This design comes from an exercise in tuning for small area, a short achievable clock period and few clock cycles per item on the open sky130 flow, not from production work.
Only simulation tests tie the RTL to the original design; equivalence was not proved.
Power and IR drop assume default switching activity.

## run A
## moving_average_filter_core
module moving_average_filter_core (
    input  logic                             clk,
    input  logic                             rst_n,
    input  logic                             cfg_we,
    input  logic [mavg_pkg::CFG_BITS-1:0]    cfg_wdata,
    input  logic                             s_tvalid,
    output logic                             s_tready,
    input  logic [mavg_pkg::SAMPLE_BITS-1:0] s_tdata,    
    input  logic                             s_tuser,    
    output logic                             m_tvalid,
    input  logic                             m_tready,
    output logic [mavg_pkg::SAMPLE_BITS-1:0] m_tdata     
);
    localparam int SB = mavg_pkg::SUM_BITS;
    logic        en;
    logic        out_v, skid_v;
    logic [15:0] out_d, skid_d;
    logic        live0;
    logic        rdy_q;      
    logic        hen_q;      
    logic        skid_v_nx;
    logic        v0;
    assign en       = !skid_v;
    assign s_tready = rdy_q;
    always_ff @(posedge clk or negedge rst_n)
    begin
        if (!rst_n)
        begin
            live0 <= 1'b0;
            rdy_q <= 1'b0;
            hen_q <= 1'b0;
        end
        else
        begin
            live0 <= 1'b1;
            rdy_q <= !skid_v_nx && live0;
            hen_q <= !skid_v_nx && (en ? (s_tvalid && rdy_q) : v0);
        end
    end
    logic [4:0] wkk;
    always_ff @(posedge clk or negedge rst_n)
  ...
clock: 7.0 ns
lec_check: 0
cap_margin: 20
core_margin: 2
core_utilization: 40
cts_cluster_diameter: 75
cts_cluster_size: 30
setup_slack_margin: 4.5
slew_margin: 20
run.sh (not shown) runs the stock make flow with config.mk's settings and CLKGATE_MAP_FILE= SYNTH_SCRIPT=/design/flow/synth_recipe.tcl, a recipe that flattens the netlist after the stock synthesis.
Testbench counts of run A, summed over its fixed seeds: cycles 2,576, items 2,400.
Inputs modified between run A and run B:
- CTS_CLUSTER_SIZE now 25, was 30
- CTS_CLUSTER_DIAMETER now 70, was 75
Results
Run B against run A: die outline width stayed essentially flat; post-synthesis to final-layout area growth rose 0.18 points; count of vias placed by the detailed router went down by 117.
Input changes introduced in run C (baseline for comparison: run B):
- swapping 70 for 75 in CTS_CLUSTER_DIAMETER
- swapping 25 for 30 in CTS_CLUSTER_SIZE
- putting ABC_AREA at 1 where nothing was set
Results
Run C: flow completed, timing, DRC and antenna clean
Minimum setup slack among reg-to-reg paths: run C vs run B down 20 ps
Going from run B to run C, first-pass iteration count of the detailed router went down by 2; met2 capacity usage during global routing now larger.
diff inputs: run C => run D
- clearing CTS_CLUSTER_DIAMETER, which used to be 75
- clearing CTS_CLUSTER_SIZE, which used to be 30
- clearing ABC_AREA, which used to be 1
==> run notes <==
The run showing the greater combinational cell fraction of total power is run D. Run C has higher cell area after placement than run D. Run C ended up with m_tdata[14] as its end of the critical path; run D ended up with m_tvalid. [diff] die area, run D relative to run C: improvement. met1 usage in global routing ended up 4.7 points lower on run D than on run C. From run C to run D the numbers moved as follows: aggregate routed wire length decreased by about 10% relative to the old numbers, clock-buffer cell count higher.

---

The RTL this note starts from:
==> flow/design.v <==
package mavg_pkg;
    localparam int WINDOW_MAX  = 32;
    localparam int SAMPLE_BITS = 16;
    localparam int SLOT_BITS   = $clog2(WINDOW_MAX);        
    localparam int SUM_BITS    = SAMPLE_BITS + SLOT_BITS;   
    localparam int CFG_BITS    = 6;
    localparam logic [SLOT_BITS-1:0] WKK_RESET = SLOT_BITS'(4);
endpackage
module mavg_div_step (
    input  logic [4:0]  rem_i,    
    input  logic [15:0] d_i,      
    input  logic [4:0]  kk,       
    output logic [4:0]  rem_o,
    output logic [15:0] d_o
);
    logic [5:0] t;
    logic [5:0] g, p;      
    logic [5:0] c;         
    logic       ge;
    assign t = {rem_i, d_i[15]};
    assign g = {t[5], t[4:0] & ~kk};
    assign p = {~t[5], ~(t[4:0] ^ kk)};
    logic g10, p10, g32, p32, g30, p30, g54, p54;
    assign g10 = g[1] | (p[1] & g[0]);
    assign p10 = p[1] & p[0];
    assign g32 = g[3] | (p[3] & g[2]);
    assign p32 = p[3] & p[2];
    assign g30 = g32 | (p32 & g10);
    assign g54 = g[5] | (p[5] & g[4]);
    assign c[0] = 1'b0;
    assign c[1] = g[0];
    assign c[2] = g10;
    assign c[3] = g[2] | (p[2] & g10);
    assign c[4] = g30;
    assign c[5] = g[4] | (p[4] & g30);
    assign ge   = g54 | (p[5] & p[4] & g30);
    for (genvar i = 0; i < 5; i++)
    begin : g_bit
        logic take_inv, keep;
        assign take_inv = ge & c[i];
        assign keep     = ge ? p[i] : t[i];
        assign rem_o[i] = take_inv ? ~p[i] : keep;
    end
    assign d_o   = {d_i[14:0], ge};
endmodule
module moving_average_filter_core (
    input  logic                             clk,
    input  logic                             rst_n,
    input  logic                             cfg_we,
    input  logic [mavg_pkg::CFG_BITS-1:0]    cfg_wdata,
    input  logic                             s_tvalid,
    output logic                             s_tready,
    input  logic [mavg_pkg::SAMPLE_BITS-1:0] s_tdata,    
    input  logic                             s_tuser,    
    output logic                             m_tvalid,
    input  logic                             m_tready,
    output logic [mavg_pkg::SAMPLE_BITS-1:0] m_tdata     
);
    localparam int SB = mavg_pkg::SUM_BITS;
    localparam logic [16:0] CUT = 17'b1_1111_1111_1111_1111;
    logic        en;
    logic        out_v, skid_v;
    logic [15:0] out_d, skid_d;
    logic        live0;
    logic        rdy_q;      
    logic        hen_q;      
    logic        skid_v_nx;
    logic        v0;
    assign en       = !skid_v;
    assign s_tready = rdy_q;
    always_ff @(posedge clk or negedge rst_n)
    begin
        if (!rst_n)
        begin
            live0 <= 1'b0;
            rdy_q <= 1'b0;
            hen_q <= 1'b0;
        end
        else
        begin
            live0 <= 1'b1;
            rdy_q <= !skid_v_nx && live0;
            hen_q <= !skid_v_nx && (en ? (s_tvalid && rdy_q) : v0);
        end
    end
    logic [4:0] wkk;
    always_ff @(posedge clk or negedge rst_n)
    begin
        if (!rst_n)
            wkk <= mavg_pkg::WKK_RESET;
        else if (cfg_we)
        begin
            if (cfg_wdata == 6'd0)
                wkk <= 5'd0;
            else if (cfg_wdata > 6'd32)
                wkk <= 5'd31;
            else
                wkk <= 5'(cfg_wdata - 6'd1);
        end
    end
    logic [15:0] x0;
    logic [4:0]  k0;       
    logic [7:0]  k0lo;     
    logic [3:0]  k0hi;     
    logic [4:0]  c5;
    logic [4:0]  kn;
    always_ff @(posedge clk or negedge rst_n)
    begin
        if (!rst_n)
        begin
            v0 <= 1'b0;
            c5 <= 5'd0;
        end
        else if (en)
        begin
            v0 <= s_tvalid && rdy_q;
            if (s_tvalid && rdy_q)
            begin
                if (s_tuser)
                    c5 <= 5'd1;
                else if (c5 != 5'd31)
                    c5 <= c5 + 5'd1;
            end
        end
    end
    assign kn = s_tuser ? 5'd0 : ((c5 < wkk) ? c5 : wkk);
    always_ff @(posedge clk)
    begin
        if (en)
        begin
            x0   <= s_tdata;
            k0   <= kn;
            k0lo <= 8'd1 << kn[2:0];
            k0hi <= 4'd1 << kn[4:3];
        end
    end
    logic [SB-1:0] acc;
    logic [SB-1:0] h [32];     
    logic [SB-1:0] hv [32];
    logic          v1;
    logic [SB-1:0] m1;
    logic [4:0]    kk1;
    always_ff @(posedge clk or negedge rst_n)
    begin
        if (!rst_n)
            acc <= '0;
        else if (hen_q)
            acc <= acc + {{(SB-16){1'b0}}, ~x0[15], x0[14:0]};
    end
    always_ff @(posedge clk)
    begin
        if (hen_q)
        begin
            h[1] <= acc;
            for (int j = 2; j < 32; j++)
                h[j] <= h[j-1];
        end
    end
    always_comb
    begin
        hv[0] = acc;
        for (int j = 1; j < 32; j++)
            hv[j] = h[j];
    end
    logic [SB-1:0] msel;
    always_comb
    begin
        msel = '0;
        for (int j = 0; j < 32; j++)
            msel = msel | (hv[j] & {SB{k0hi[j/8] & k0lo[j%8]}});
    end
    always_ff @(posedge clk or negedge rst_n)
    begin
        if (!rst_n)
            v1 <= 1'b0;
        else if (en)
            v1 <= v0;
    end
    always_ff @(posedge clk)
    begin
        if (en)
        begin
            m1  <= msel;
            kk1 <= k0;
        end
    end
    logic [4:0]  rem_a [17];
    logic [15:0] d_a   [17];
    logic [4:0]  kk_a  [17];
    logic        v_a   [17];
    logic [4:0]  rem_b [17];
    logic [15:0] d_b   [17];
    logic [4:0]  kk_b  [17];
    logic        v_b   [17];
    logic [SB-1:0] nsum;
    assign nsum = acc - m1;
    assign rem_a[0] = nsum[20:16];
    assign d_a[0]   = nsum[15:0];
    assign kk_a[0]  = kk1;
    assign v_a[0]   = v1;
    genvar p;
    generate
        for (p = 0; p < 17; p++)
        begin : g_pos
            if (p > 0)
            begin : g_step
                mavg_div_step u_step (
                    .rem_i (rem_b[p-1]),
                    .d_i   (d_b[p-1]),
                    .kk    (kk_b[p-1]),
                    .rem_o (rem_a[p]),
                    .d_o   (d_a[p])
                );
                assign kk_a[p] = kk_b[p-1];
                assign v_a[p]  = v_b[p-1];
            end
            if (CUT[p])
            begin : g_reg
                always_ff @(posedge clk or negedge rst_n)
                begin
                    if (!rst_n)
                        v_b[p] <= 1'b0;
                    else if (en)
                        v_b[p] <= v_a[p];
                end
                always_ff @(posedge clk)
                begin
                    if (en)
                    begin
                        rem_b[p] <= rem_a[p];
                        d_b[p]   <= d_a[p];
                        kk_b[p]  <= kk_a[p];
                    end
                end
            end
            else
            begin : g_wire
                assign v_b[p]   = v_a[p];
                assign rem_b[p] = rem_a[p];
                assign d_b[p]   = d_a[p];
                assign kk_b[p]  = kk_a[p];
            end
        end
    endgenerate
    logic [15:0] res;
    assign res = {~d_b[16][15], d_b[16][14:0]}
               + {15'd0, (~d_b[16][15] && (rem_b[16] != 5'd0))};
    always_comb
    begin
        if (skid_v)
            skid_v_nx = !m_tready;
        else
            skid_v_nx = out_v && !m_tready && v_b[16];
    end
    always_ff @(posedge clk or negedge rst_n)
    begin
        if (!rst_n)
        begin
            out_v  <= 1'b0;
            skid_v <= 1'b0;
        end
        else if (skid_v)
        begin
            if (m_tready)
                skid_v <= 1'b0;
        end
        else if (!out_v || m_tready)
            out_v <= v_b[16];
        else if (v_b[16])
            skid_v <= 1'b1;
    end
    always_ff @(posedge clk)
    begin
        if (skid_v)
        begin
            if (m_tready)
                out_d <= skid_d;
        end
        else if (!out_v || m_tready)
        begin
            if (v_b[16])
                out_d <= res;
        end
        else if (v_b[16])
            skid_d <= res;
    end
    assign m_tvalid = out_v;
    assign m_tdata  = out_d;
endmodule
clock: 7.0 ns
lec_check: 0
abc_area: 1
cap_margin: 20
core_margin: 2
core_utilization: 40
setup_slack_margin: 4.5
slew_margin: 20
Testbench counts at the start, summed over its fixed seeds: cycles 2,640, items 2,400.
==> next run, changes <==
ABC_AREA = unset   (was 1)
SETUP_SLACK_MARGIN = 4.0   (was 4.5)
The changed run produced a clean layout.
Non-clock buffer count climbs by 6.
Final area drops by 1.9%.
Power climbs by about 6%.
Count of clock-buffer cells in the layout climbs by 13.
Combinational power climbs by 23%.
Routed wire length drops by about 10%.
Global-route usage drops by 1.4 points.
Cell count drops by 15%.
Worst hold slack improved by 0.017 ns.
==> next run, changes <==
SETUP_SLACK_MARGIN = 4.5   (was 4.0)
Outcome:
- sequential share of layout area goes down by 0.69 points
- maximum frequency goes up by about 12%
- area after synthesis stays the same
- critical path depth stays the same
- sequential power hardly moves

re-timing with driven ports:
In the flow no input, the clock included, has a driving cell. The finished layouts below were timed again as built, in two steps. Step 1, drivers: a clkbuf_16 drives clk and a buf_2 each remaining input, both assumed. Step 2 moves the port delays by t, midway between the first and last clock arrival at a register: inputs arrive t later, outputs are due t later. That takes back most of the time a late clock gives input paths. a / b / c = ideal ports / drivers / drivers and shift; a / b = the first two.
| run | t (ns) | setup slack, ns | worst setup path after step 2 | worst register clock-pin slew, ns | pins driven straight from the clock port |
|---|---|---|---|---|---|
| run A | 0.718 | 4.416 / 4.347 / 3.969 | input to register | 0.12 / 0.12 | 1 |
| run B | 0.720 | 4.393 / 4.325 / 3.983 | input to register | 0.10 / 0.10 | 1 |
| run C | 0.757 | 4.309 / 4.245 / 4.006 | input to register | 0.12 / 0.12 | 1 |
| run D | 0.733 | 4.414 / 4.343 / 3.966 | input to register | 0.07 / 0.07 | 1 |
| the first run of note 2 | 0.765 | 4.362 / 4.295 / 3.936 | input to register | 0.07 / 0.07 | 1 |
| the second run of note 2 | 0.745 | 4.078 / 4.012 / 3.738 | input to register | 0.07 / 0.07 | 1 |
| the third run of note 2 | 0.773 | 4.388 / 4.316 / 3.894 | input to register | 0.07 / 0.07 | 1 |
After both steps every run listed still meets setup and hold. The setup slack of the third run of note 2, which loses most, moves by -0.072 ns with the drivers and by -0.494 ns with both steps.
